This design comes from an exercise in tuning for a short achievable clock period and few clock cycles on the open sky130 flow, not from production work.
Function was checked by simulation only, so behaviour that the tests miss may differ from the original.
Power and IR drop assume default switching activity.

## design.v

```verilog
package pipePkg;
	localparam int DATA_W     = 16;
	localparam int REG_IDX_W  = 4;
	localparam int INSTR_W    = 32;
	localparam int IMEM_DEPTH = 64;
	localparam int PC_W       = 8;
	localparam int SUB_AMOUNT = 3;
	localparam int ADD_AMOUNT = 4;
	localparam int OP_MOV  = 31;
	localparam int OP_SUB3 = 30;
	localparam int OP_ADD4 = 29;
	localparam int OP_ADD1 = 28;
	localparam int RA_LSB  = 4;
	localparam int XA_LSB  = 0;
	localparam int APB_ADDR_W = 12;
	typedef logic [DATA_W-1:0]     dataT;
	typedef logic [REG_IDX_W-1:0]  regIdxT;
	typedef logic [INSTR_W-1:0]    instrT;
	typedef logic [PC_W-1:0]       pcT;
	typedef logic [OP_MOV:OP_ADD1] opT;
	typedef logic [APB_ADDR_W-1:0] apbAddrT;
	localparam apbAddrT IMEM_BASE = 12'h000;
	localparam apbAddrT REG_BASE  = 12'h100;
	localparam apbAddrT CTRL_ADDR = 12'h200;
	localparam apbAddrT PC_ADDR   = 12'h204;
endpackage
`timescale 1ns/1ps
import pipePkg::*;
module apbHostPort
(
	input  logic                          CLK,
	input  logic                          RSTB,
	input  logic                          PSEL,
	input  logic                          PENABLE,
	input  logic                          PWRITE,
	input  pipePkg::apbAddrT                       PADDR,
	input  logic [31:0]                   PWDATA,
	input  logic                          runDone,
	input  logic                          busy,
	input  pipePkg::pcT                            pc,
	input  pipePkg::dataT                          rfRdata,
	output logic [31:0]                   PRDATA,
	output logic                          PREADY,
	output logic                          PSLVERR,
	output logic                          run,
	output logic                          imemWe,
	output logic [$clog2(IMEM_DEPTH)-1:0] imemAddr,
	output pipePkg::instrT                         imemWdata,
	output logic                          rfWe,
	output pipePkg::regIdxT                        rfAddr,
	output pipePkg::dataT                          rfWdata
);
	logic        inImem;
	logic        inReg;
	logic        isCtrl;
	logic        isPc;
	logic        accessErr;
	logic        firstAccess;
	logic        wrOk;
	logic [31:0] rdMux;
	assign inImem = pipePkg::apbAddrT'(PADDR - IMEM_BASE) < pipePkg::apbAddrT'(IMEM_DEPTH * 4);
	assign inReg  = pipePkg::apbAddrT'(PADDR - REG_BASE) < pipePkg::apbAddrT'((2 ** REG_IDX_W) * 4);
	assign isCtrl = (PADDR[APB_ADDR_W-1:2] == CTRL_ADDR[APB_ADDR_W-1:2]);
	assign isPc   = (PADDR[APB_ADDR_W-1:2] == PC_ADDR[APB_ADDR_W-1:2]);
	assign accessErr = ~(inImem | inReg | isCtrl | isPc)
		| ((inImem | inReg) & (run | busy))
		| (isPc & PWRITE);
	assign firstAccess = PSEL & PENABLE & ~PREADY;
	assign wrOk = PSEL & PENABLE & PREADY & PWRITE & ~PSLVERR;
	assign imemWe    = wrOk & inImem;
	assign imemAddr  = PADDR[2 +: $clog2(IMEM_DEPTH)];
	assign imemWdata = PWDATA;
	assign rfWe      = wrOk & inReg;
	assign rfAddr    = PADDR[2 +: REG_IDX_W];
	assign rfWdata   = PWDATA[DATA_W-1:0];
	always_comb
	begin
		if (inReg)
			rdMux = 32'(rfRdata);
		else if (isCtrl)
			rdMux = {30'b0, busy, run};
		else if (isPc)
			rdMux = 32'(pc);
		else
			rdMux = '0;
	end
	always_ff @(posedge CLK or negedge RSTB)
	begin
		if (!RSTB)
		begin
			PREADY  <= 1'b0;
			PSLVERR <= 1'b0;
		end
		else
		begin
			PREADY  <= firstAccess;
			PSLVERR <= firstAccess & accessErr;
		end
	end
	always_ff @(posedge CLK)
	begin
		if (firstAccess)
			PRDATA <= rdMux;
	end
	always_ff @(posedge CLK or negedge RSTB)
	begin
		if (!RSTB)
			run <= 1'b0;
		else if (wrOk & isCtrl)
			run <= PWDATA[0];
		else if (runDone)
			run <= 1'b0;
	end
endmodule
`timescale 1ns/1ps
import pipePkg::*;
module instrFetch
(
	input  logic                          CLK,
	input  logic                          RSTB,
	input  logic                          run,
	input  logic                          stall,
	input  logic                          imemWe,
	input  logic [$clog2(IMEM_DEPTH)-1:0] imemAddr,
	input  pipePkg::instrT                         imemWdata,
	output pipePkg::instrT                         idInstr,
	output pipePkg::pcT                            pc,
	output logic                          runDone
);
	pipePkg::instrT                         imem [IMEM_DEPTH];
	logic                          runQ;
	logic                          start;
	logic                          fetch;
	logic [$clog2(IMEM_DEPTH)-1:0] rdIdx;
	assign start = run & ~runQ;
	assign fetch = run & ~start & (pc < pipePkg::pcT'(IMEM_DEPTH));
	assign rdIdx = pc[$clog2(IMEM_DEPTH)-1:0];
	always_ff @(posedge CLK)
	begin
		if (imemWe)
			imem[imemAddr] <= imemWdata;
	end
	always_ff @(posedge CLK or negedge RSTB)
	begin
		if (!RSTB)
		begin
			runQ    <= 1'b0;
			runDone <= 1'b0;
			pc      <= '0;
			idInstr <= '0;
		end
		else
		begin
			runQ    <= run;
			runDone <= fetch & ~stall & (pc == pipePkg::pcT'(IMEM_DEPTH - 1));
			if (start)
				pc <= '0;
			else if (fetch & ~stall)
				pc <= pc + pipePkg::pcT'(1);
			if (!stall)
				idInstr <= fetch ? imem[rdIdx] : '0;
		end
	end
endmodule
`timescale 1ns/1ps
import pipePkg::*;
module decodeRegFile
(
	input  logic   CLK,
	input  logic   RSTB,
	input  pipePkg::instrT  idInstr,
	input  pipePkg::regIdxT ex2Ra,
	input  logic   wbWrite,
	input  pipePkg::regIdxT wbRa,
	input  pipePkg::dataT   wbData,
	input  logic   rfWe,
	input  pipePkg::regIdxT rfAddr,
	input  pipePkg::dataT   rfWdata,
	output logic   stall,
	output pipePkg::dataT   rfRdata,
	output logic   active,
	output pipePkg::opT     ex1Op,
	output pipePkg::regIdxT ex1Ra,
	output pipePkg::dataT   ex1Xd,
	output logic   ex1Xmex1,
	output logic   ex1Xmex2
);
	pipePkg::dataT   regs [2 ** REG_IDX_W];
	pipePkg::opT     idOp;
	pipePkg::regIdxT idRa;
	pipePkg::regIdxT idXa;
	pipePkg::dataT   idXd;
	logic   idXmex1;
	logic   idXmex2;
	assign idOp = idInstr[OP_MOV:OP_ADD1];
	assign idRa = idInstr[RA_LSB +: REG_IDX_W];
	assign idXa = idInstr[XA_LSB +: REG_IDX_W];
	assign idXd = (wbWrite && (wbRa == idXa)) ? wbData : regs[idXa];
	assign rfRdata = regs[rfAddr];
	assign idXmex1 = (idXa == ex1Ra);
	assign idXmex2 = (idXa == ex2Ra);
	assign stall = idXmex1
		& (idOp[OP_SUB3] | idOp[OP_ADD1])
		& (ex1Op[OP_ADD4] | ex1Op[OP_ADD1]);
	assign active = (|idOp) | (|ex1Op);
	always_ff @(posedge CLK)
	begin
		if (wbWrite)
			regs[wbRa] <= wbData;
		else if (rfWe)
			regs[rfAddr] <= rfWdata;
	end
	always_ff @(posedge CLK or negedge RSTB)
	begin
		if (!RSTB)
			ex1Op <= '0;
		else
			ex1Op <= stall ? pipePkg::opT'(0) : idOp;
	end
	always_ff @(posedge CLK)
	begin
		ex1Ra    <= idRa;
		ex1Xd    <= idXd;
		ex1Xmex1 <= idXmex1;
		ex1Xmex2 <= idXmex2;
	end
endmodule
`timescale 1ns/1ps
import pipePkg::*;
module subtractStage
(
	input  logic   CLK,
	input  logic   RSTB,
	input  pipePkg::opT     ex1Op,
	input  pipePkg::regIdxT ex1Ra,
	input  pipePkg::dataT   ex1Xd,
	input  logic   ex1Xmex1,
	input  logic   ex1Xmex2,
	input  logic   wbWrite,
	input  pipePkg::dataT   wbData,
	input  pipePkg::dataT   ex2AdderIn,
	output pipePkg::opT     ex2Op,
	output pipePkg::regIdxT ex2Ra,
	output pipePkg::dataT   ex2Xd,
	output logic   ex2Xmex1
);
	logic prio;
	logic forw1;
	logic skip1;
	pipePkg::dataT prioXd;
	pipePkg::dataT adderIn;
	pipePkg::dataT adderOut;
	assign prio  = ex1Xmex1 & (ex2Op[OP_SUB3] | ex2Op[OP_MOV]);
	assign forw1 = prio | (ex1Xmex2 & wbWrite);
	assign prioXd  = prio ? ex2AdderIn : wbData;
	assign adderIn = forw1 ? prioXd : ex1Xd;
	assign adderOut = adderIn - pipePkg::dataT'(SUB_AMOUNT);
	assign skip1 = ~(ex1Op[OP_SUB3] | ex1Op[OP_ADD1]);
	always_ff @(posedge CLK or negedge RSTB)
	begin
		if (!RSTB)
			ex2Op <= '0;
		else
			ex2Op <= ex1Op;
	end
	always_ff @(posedge CLK)
	begin
		ex2Ra    <= ex1Ra;
		ex2Xd    <= skip1 ? adderIn : adderOut;
		ex2Xmex1 <= ex1Xmex1;
	end
endmodule
`timescale 1ns/1ps
import pipePkg::*;
module addStage
(
	input  logic   CLK,
	input  logic   RSTB,
	input  pipePkg::opT     ex2Op,
	input  pipePkg::regIdxT ex2Ra,
	input  pipePkg::dataT   ex2Xd,
	input  logic   ex2Xmex1,
	output pipePkg::dataT   ex2AdderIn,
	output logic   active,
	output logic   wbWrite,
	output pipePkg::regIdxT wbRa,
	output pipePkg::dataT   wbData
);
	logic forw2;
	logic skip2;
	pipePkg::dataT adderOut;
	pipePkg::dataT wbAdderIn;
	pipePkg::dataT wbAdderOut;
	logic wbSkip2;
	assign forw2 = ex2Xmex1 & (ex2Op[OP_ADD4] | ex2Op[OP_MOV]) & wbWrite;
	assign ex2AdderIn = forw2 ? wbData : ex2Xd;
	assign adderOut   = ex2AdderIn + pipePkg::dataT'(ADD_AMOUNT);
	assign skip2 = ~(ex2Op[OP_ADD4] | ex2Op[OP_ADD1]);
	assign wbData = wbSkip2 ? wbAdderIn : wbAdderOut;
	assign active = (|ex2Op) | wbWrite;
	always_ff @(posedge CLK or negedge RSTB)
	begin
		if (!RSTB)
			wbWrite <= 1'b0;
		else
			wbWrite <= |ex2Op;
	end
	always_ff @(posedge CLK)
	begin
		wbRa       <= ex2Ra;
		wbAdderIn  <= ex2AdderIn;
		wbAdderOut <= adderOut;
		wbSkip2    <= skip2;
	end
endmodule
`timescale 1ns/1ps
import pipePkg::*;
module pipeTop
(
	input  logic        CLK,
	input  logic        RSTB,
	input  logic        PSEL,
	input  logic        PENABLE,
	input  logic        PWRITE,
	input  pipePkg::apbAddrT     PADDR,
	input  logic [31:0] PWDATA,
	output logic [31:0] PRDATA,
	output logic        PREADY,
	output logic        PSLVERR
);
	logic                          run;
	logic                          runDone;
	logic                          busy;
	pipePkg::pcT                            pc;
	logic                          imemWe;
	logic [$clog2(IMEM_DEPTH)-1:0] imemAddr;
	pipePkg::instrT                         imemWdata;
	logic                          rfWe;
	pipePkg::regIdxT                        rfAddr;
	pipePkg::dataT                          rfWdata;
	pipePkg::dataT                          rfRdata;
	logic   stall;
	logic   decActive;
	logic   addActive;
	pipePkg::instrT  idInstr;
	pipePkg::opT     ex1Op;
	pipePkg::regIdxT ex1Ra;
	pipePkg::dataT   ex1Xd;
	logic   ex1Xmex1;
	logic   ex1Xmex2;
	pipePkg::opT     ex2Op;
	pipePkg::regIdxT ex2Ra;
	pipePkg::dataT   ex2Xd;
	logic   ex2Xmex1;
	pipePkg::dataT   ex2AdderIn;
	logic   wbWrite;
	pipePkg::regIdxT wbRa;
	pipePkg::dataT   wbData;
	assign busy = decActive | addActive;
	apbHostPort u_apbHostPort (
		.CLK, .RSTB, .PSEL, .PENABLE, .PWRITE, .PADDR, .PWDATA,
		.runDone, .busy, .pc, .rfRdata,
		.PRDATA, .PREADY, .PSLVERR, .run,
		.imemWe, .imemAddr, .imemWdata, .rfWe, .rfAddr, .rfWdata
	);
	instrFetch u_instrFetch (
		.CLK, .RSTB, .run, .stall, .imemWe, .imemAddr, .imemWdata,
		.idInstr, .pc, .runDone
	);
	decodeRegFile u_decodeRegFile (
		.CLK, .RSTB, .idInstr, .ex2Ra, .wbWrite, .wbRa, .wbData,
		.rfWe, .rfAddr, .rfWdata,
		.stall, .rfRdata, .active(decActive),
		.ex1Op, .ex1Ra, .ex1Xd, .ex1Xmex1, .ex1Xmex2
	);
	subtractStage u_subtractStage (
		.CLK, .RSTB, .ex1Op, .ex1Ra, .ex1Xd, .ex1Xmex1, .ex1Xmex2,
		.wbWrite, .wbData, .ex2AdderIn,
		.ex2Op, .ex2Ra, .ex2Xd, .ex2Xmex1
	);
	addStage u_addStage (
		.CLK, .RSTB, .ex2Op, .ex2Ra, .ex2Xd, .ex2Xmex1,
		.ex2AdderIn, .active(addActive), .wbWrite, .wbRa, .wbData
	);
endmodule
```

## run.sh

```bash
#!/bin/bash
# synth_recipe.tcl (not shown) runs the flow's synth.tcl, then flattens the netlist and writes it again
# the make line also repeats each setting of config.mk as NAME=value (left out here)
make -C /OpenROAD-flow-scripts/flow DESIGN_CONFIG=/design/flow/config.mk WORK_HOME=/design/flow/orfs CLKGATE_MAP_FILE= SYNTH_SCRIPT=/design/flow/synth_recipe.tcl finish
```

## config.mk

```make
export PLATFORM = sky130hd
export DESIGN_NAME = pipeTop
export DESIGN_NICKNAME = pipeTop
export VERILOG_FILES = /design/flow/design.v
export SDC_FILE = /design/flow/constraint.sdc
export NUM_CORES = 4
export LEC_CHECK = 0
export CAP_MARGIN = 20
export CORE_MARGIN = 2
export CORE_UTILIZATION = 40
export SLEW_MARGIN = 20
```

## constraint.sdc

```tcl
create_clock -name core_clock -period 4.0 [get_ports {CLK}]
set_input_delay 0.8000 -clock core_clock [delete_from_list [all_inputs] [get_ports {CLK}]]
set_output_delay 0.8000 -clock core_clock [all_outputs]
set_load 0.01 [all_outputs]
```

==> reports/metrics.cfg <==
[sta]
finalClockSkew_ps = 79.2
worst_slew_margin_relative_to_its_limit_pct = 24.0
grt_setup_unrepaired = no
timing.final.setup_violations = 0
whs_ps = 187
timing_worst_slew_pin_value_ps = 1140
final_clock_period_utilization_by_the_worst_path_pct = 78.6
final-max-slew-violation-count = 0
hold_viol_final = 0
final.setup.tns_ps = 0
finalWorstPathRequiredPeriod_ps = 3140
clock.fmax_mhz = 318

[detailed_routing]
post-route-drc-count = 0
routedWlPerCell_um = 27.9
route.final.wire_length_um = 122000
detail-route-antenna-nets = 0
post_drt_via_cell_ratio = 5.79
detail_route.iter0.violations = 2612
route.vias.total = 25300
first_pass_iters = 7

[outcome]
outcome = timing/DRC/antenna clean

[cts]
sinks_on_the_clock_net = 1169
clkLatencyLatePin_ps = 710
post_cts_hold_buffer_count = 0
tritoncts = yes
clk_pin_slew_ps = 60
htree_levels = 3
post-cts-setup-buffer-count = 0
cts_buffer_depth = 3
gates_resized_cts_repair = 0
ctsRootBufferMaster = clkbuf_16
cts_made_buffers = 115

[critical_path]
startpoint_type = register
reg2reg_from = u_instrFetch.idInstr[0]$_DFFE_PN0N_
crit_fanout = 22
worst-endpoint-arrival_ps = 3740
worst_setup_path_startpoint = u_instrFetch.idInstr[0]$_DFFE_PN0N_
data_required_critical_path_ps = 4600
critical_path.endpoint_type = register
timing_worst_setup_path_type = reg -> reg

[global_routing]
vias_in_the_first_global_route = 25800
grt_first_pass_wirelength_um = 176000
grt_start_max_net_pins = 68
global_route.usage.total_pct = 20.0
grt_overflow = 0
antenna_violations_before_repair = 2

[logic_synthesis]
yosysTopAreaCell = edfxtp_1
synth_top_flop_cell = edfxtp_1
synth_simple_gate_area_share_pct = 3.47
synth-async-reset-ratio_pct = 2.91
synth.yosys.warnings = 5
seq_area_frac_synth_pct = 71.9
yosys-top-cells-area = edfxtp_1 (66%), mux4_2 (13%), dfxtp_1 (4.0%)
yosysTopAreaCellShare_pct = 66.1
synthXorXnorAreaFrac_pct = 0.816
yosys.cell_count.top_type = edfxtp_1
post_synth_mux_area_share_pct = 17.4
post_synth_inst_count = 2528
number_of_flops_mapped_to_enable_cells_by_yosys = 1040
syn_area_per_cell_um2 = 18.7
synth.cells.most_frequent = edfxtp_1 (1040), mux4_2 (282), mux2i_1 (152), nor2_1 (144), dfxtp_1 (95)
synth-seq-cells = 1169
syn-cell-area_um2 = 47200
area_fraction_in_compound_gates_after_synthesis_pct = 4.44
dominant_combinational_cell_family_by_area_after_synthesis = multiplexers
area_share_of_fa_ha_maj_cells_after_synthesis_pct = 0.0530
netlist-cell-type-count = 68

[power]
powerDensity_nw_per_um2 = 442
peakVddDrop_mv = 0.439
total_leakage_power_nw = 17.2
combinationalPowerShare_pct = 2.0
power.switching_fraction_pct = 20.4
power_report.internal_total_mw = 19.1
power.share.sequential_pct = 55.2
power.share.clock_pct = 42.8
switching_power_mw = 4.89

[cells_and_area]
area_growth_pct = 14.9
layout-drive-gt1-share_pct = 25.8
n_fill_cell = 9812
nNetsFinal = 2787

[placement]
gpl.final_weighted_congestion = 0.852
port_buffers = 52
detailedPlacementHpwl_um = 75800

[floorplan]
dieWidth_um = 348
coreArea_um2 = 118000
start_util_pct = 40.2
chipHeight_um = 348
boundaryPins = 83
row_cnt = 126
floorplan.die_area_um2 = 121000

[flow_run]
maxCapViolCount = 0

[hold_path]
timing.hold.worst.class = in -> async

==> layer usage <==
layer	GRT usage (%)	wire, um	vias up
li1	-	-	10700
met1	27.6	51500	13400
met2	32.5	58900	970
met3	3.67	8000	215
met4	6.10	3460	2
met5	0	40	-
==> worst max-delay path, cell delays in order, from the launching register on <==
cell and delay [ps]:
dfrtp_4 660, xnor2_1 220, nand4_1 160, nor3_1 80
buf_4 190, nor4_2 650, nor2b_1 740, a32oi_1 200
o21ai_1 120
==> layout by cell type, fill, tap and decap left out, drive strengths merged, types with 21 or more instances in the layout <==
| master | count |
|---|---|
| a21oi | 74 |
| a22oi | 44 |
| xnor2 | 26 |
| mux4 | 282 |
| dfxtp | 95 |
| o22ai | 21 |
| nand2 | 83 |
| clkinv | 49 |
| inv | 29 |
| nand3 | 23 |
| nor2b | 22 |
| buf | 215 |
| dfrtp | 34 |
| mux2i | 152 |
| mux2 | 32 |
| clkbuf | 148 |
| clkdlybuf4s50 | 35 |
| edfxtp | 1040 |
| nor2 | 144 |
| o21ai | 42 |
| o221ai | 35 |
==> cell type report <==
| class | count | area, um^2 | share of cell area, % |
|---|---|---|---|
| sequential | 1169 | 34000 | 62.6 |
| multi-input combinational | 1173 | 12500 | 23.0 |
| timing repair buffer | 250 | 2220 | 4.09 |
| inverter | 27 | 101 | 0.187 |
| tap | 1536 | 1920 | 3.54 |
| clock inverter | 59 | 532 | 0.980 |
| clock buffer | 148 | 3020 | 5.57 |
| antenna | 1 | 2.50 | 0.00461 |
==> worst paths after layout <==
check | cells past startpoint | slack [ps] | endpoint
worst max register to register | 8 | 860 | u_instrFetch.idInstr[3]$_DFFE_PN0N_
worst min register to register | 0 | 370 | u_addStage.wbRa[0]$_DFF_P_
worst max-delay path | 8 | 860 | u_instrFetch.idInstr[3]$_DFFE_PN0N_
max in group asynchronous | 1 | 3130 | u_instrFetch.pc[0]$_DFFE_PN0P_
min in group core_clock | 0 | 370 | u_addStage.wbRa[0]$_DFF_P_
worst min-delay path | 1 | 190 | u_apbHostPort.PSLVERR$_DFF_PN0_
==> sequential cells by signal, indices dropped and copies added, names as in the netlist, 8 cells and up, named ones only <==
register / count
u_addStage.wbAdderIn: 16
u_instrFetch.idInstr: 12
u_decodeRegFile.regs: 256
u_instrFetch.pc: 8
u_apbHostPort.PRDATA: 16
u_addStage.wbAdderOut: 14
u_instrFetch.imem: 768
u_subtractStage.ex2Xd: 16
==> cell families (layout without fill, tap and decap cells) <==
family          Yosys count  in the layout
flops                  1169           1169
buf+inv                 201            484
fa+ha+maj                 2              2
xor+xnor                 44             44
mux                     466            466
other cells               1             17
compound gates          298            298
simple gates            347            347
==> power groups by stage <==
stage | Clock [mW] | Sequential [mW] | Combinational, mW
final | 10.3 | 13.2 | 0.479
after global routing | 10.9 | 13.2 | 0.508
after CTS | 10.5 | 13.2 | 0.479
after detailed placement | 0 | 13.5 | 0.478
after global placement | 0 | 13.5 | 0.461
after floorplan | 0 | 13.5 | 0.178
==> stage by stage <==
step	area [um^2]	total power [mW]	instances	setup WS [ps]	utilization [%]
detailed placement	50700	14.0	4155	187	43.1
floorplan	47300	13.7	2543	769	-
global route	54300	24.7	4362	556	46.1
finish	54300	24.0	4363	856	46.1
CTS	54300	24.2	4362	807	46.1
global placement	50700	14.0	4155	277	43.1
Testbench counts, summed over its fixed seeds: cycles 23,289.

afterwards: timing with drivers on the ports:
No port has a modelled driver above. Below, the same layout with a new extraction and two added sets of constraints. Step 1 assumes that a clkbuf_16 drives the clock port and a buf_2 every other input. Step 2, shift: input delay + t, output delay - t, t = (earliest + latest rising clock arrival at the registers) / 2. This alone moves slack from input paths to output paths. Slacks: ideal / step 1 / step 2; pairs: ideal / step 1.
shift t [ns]: 0.750
slack for setup (ns): 0.856 / 0.856 / 0.226
worst setup path at the end: input to register
worst register clock-pin slew, ns: 0.07 / 0.07
After both steps this run still meets setup and hold. The setup slack of this run moves by 0.000 ns with the drivers and by -0.630 ns with both steps.
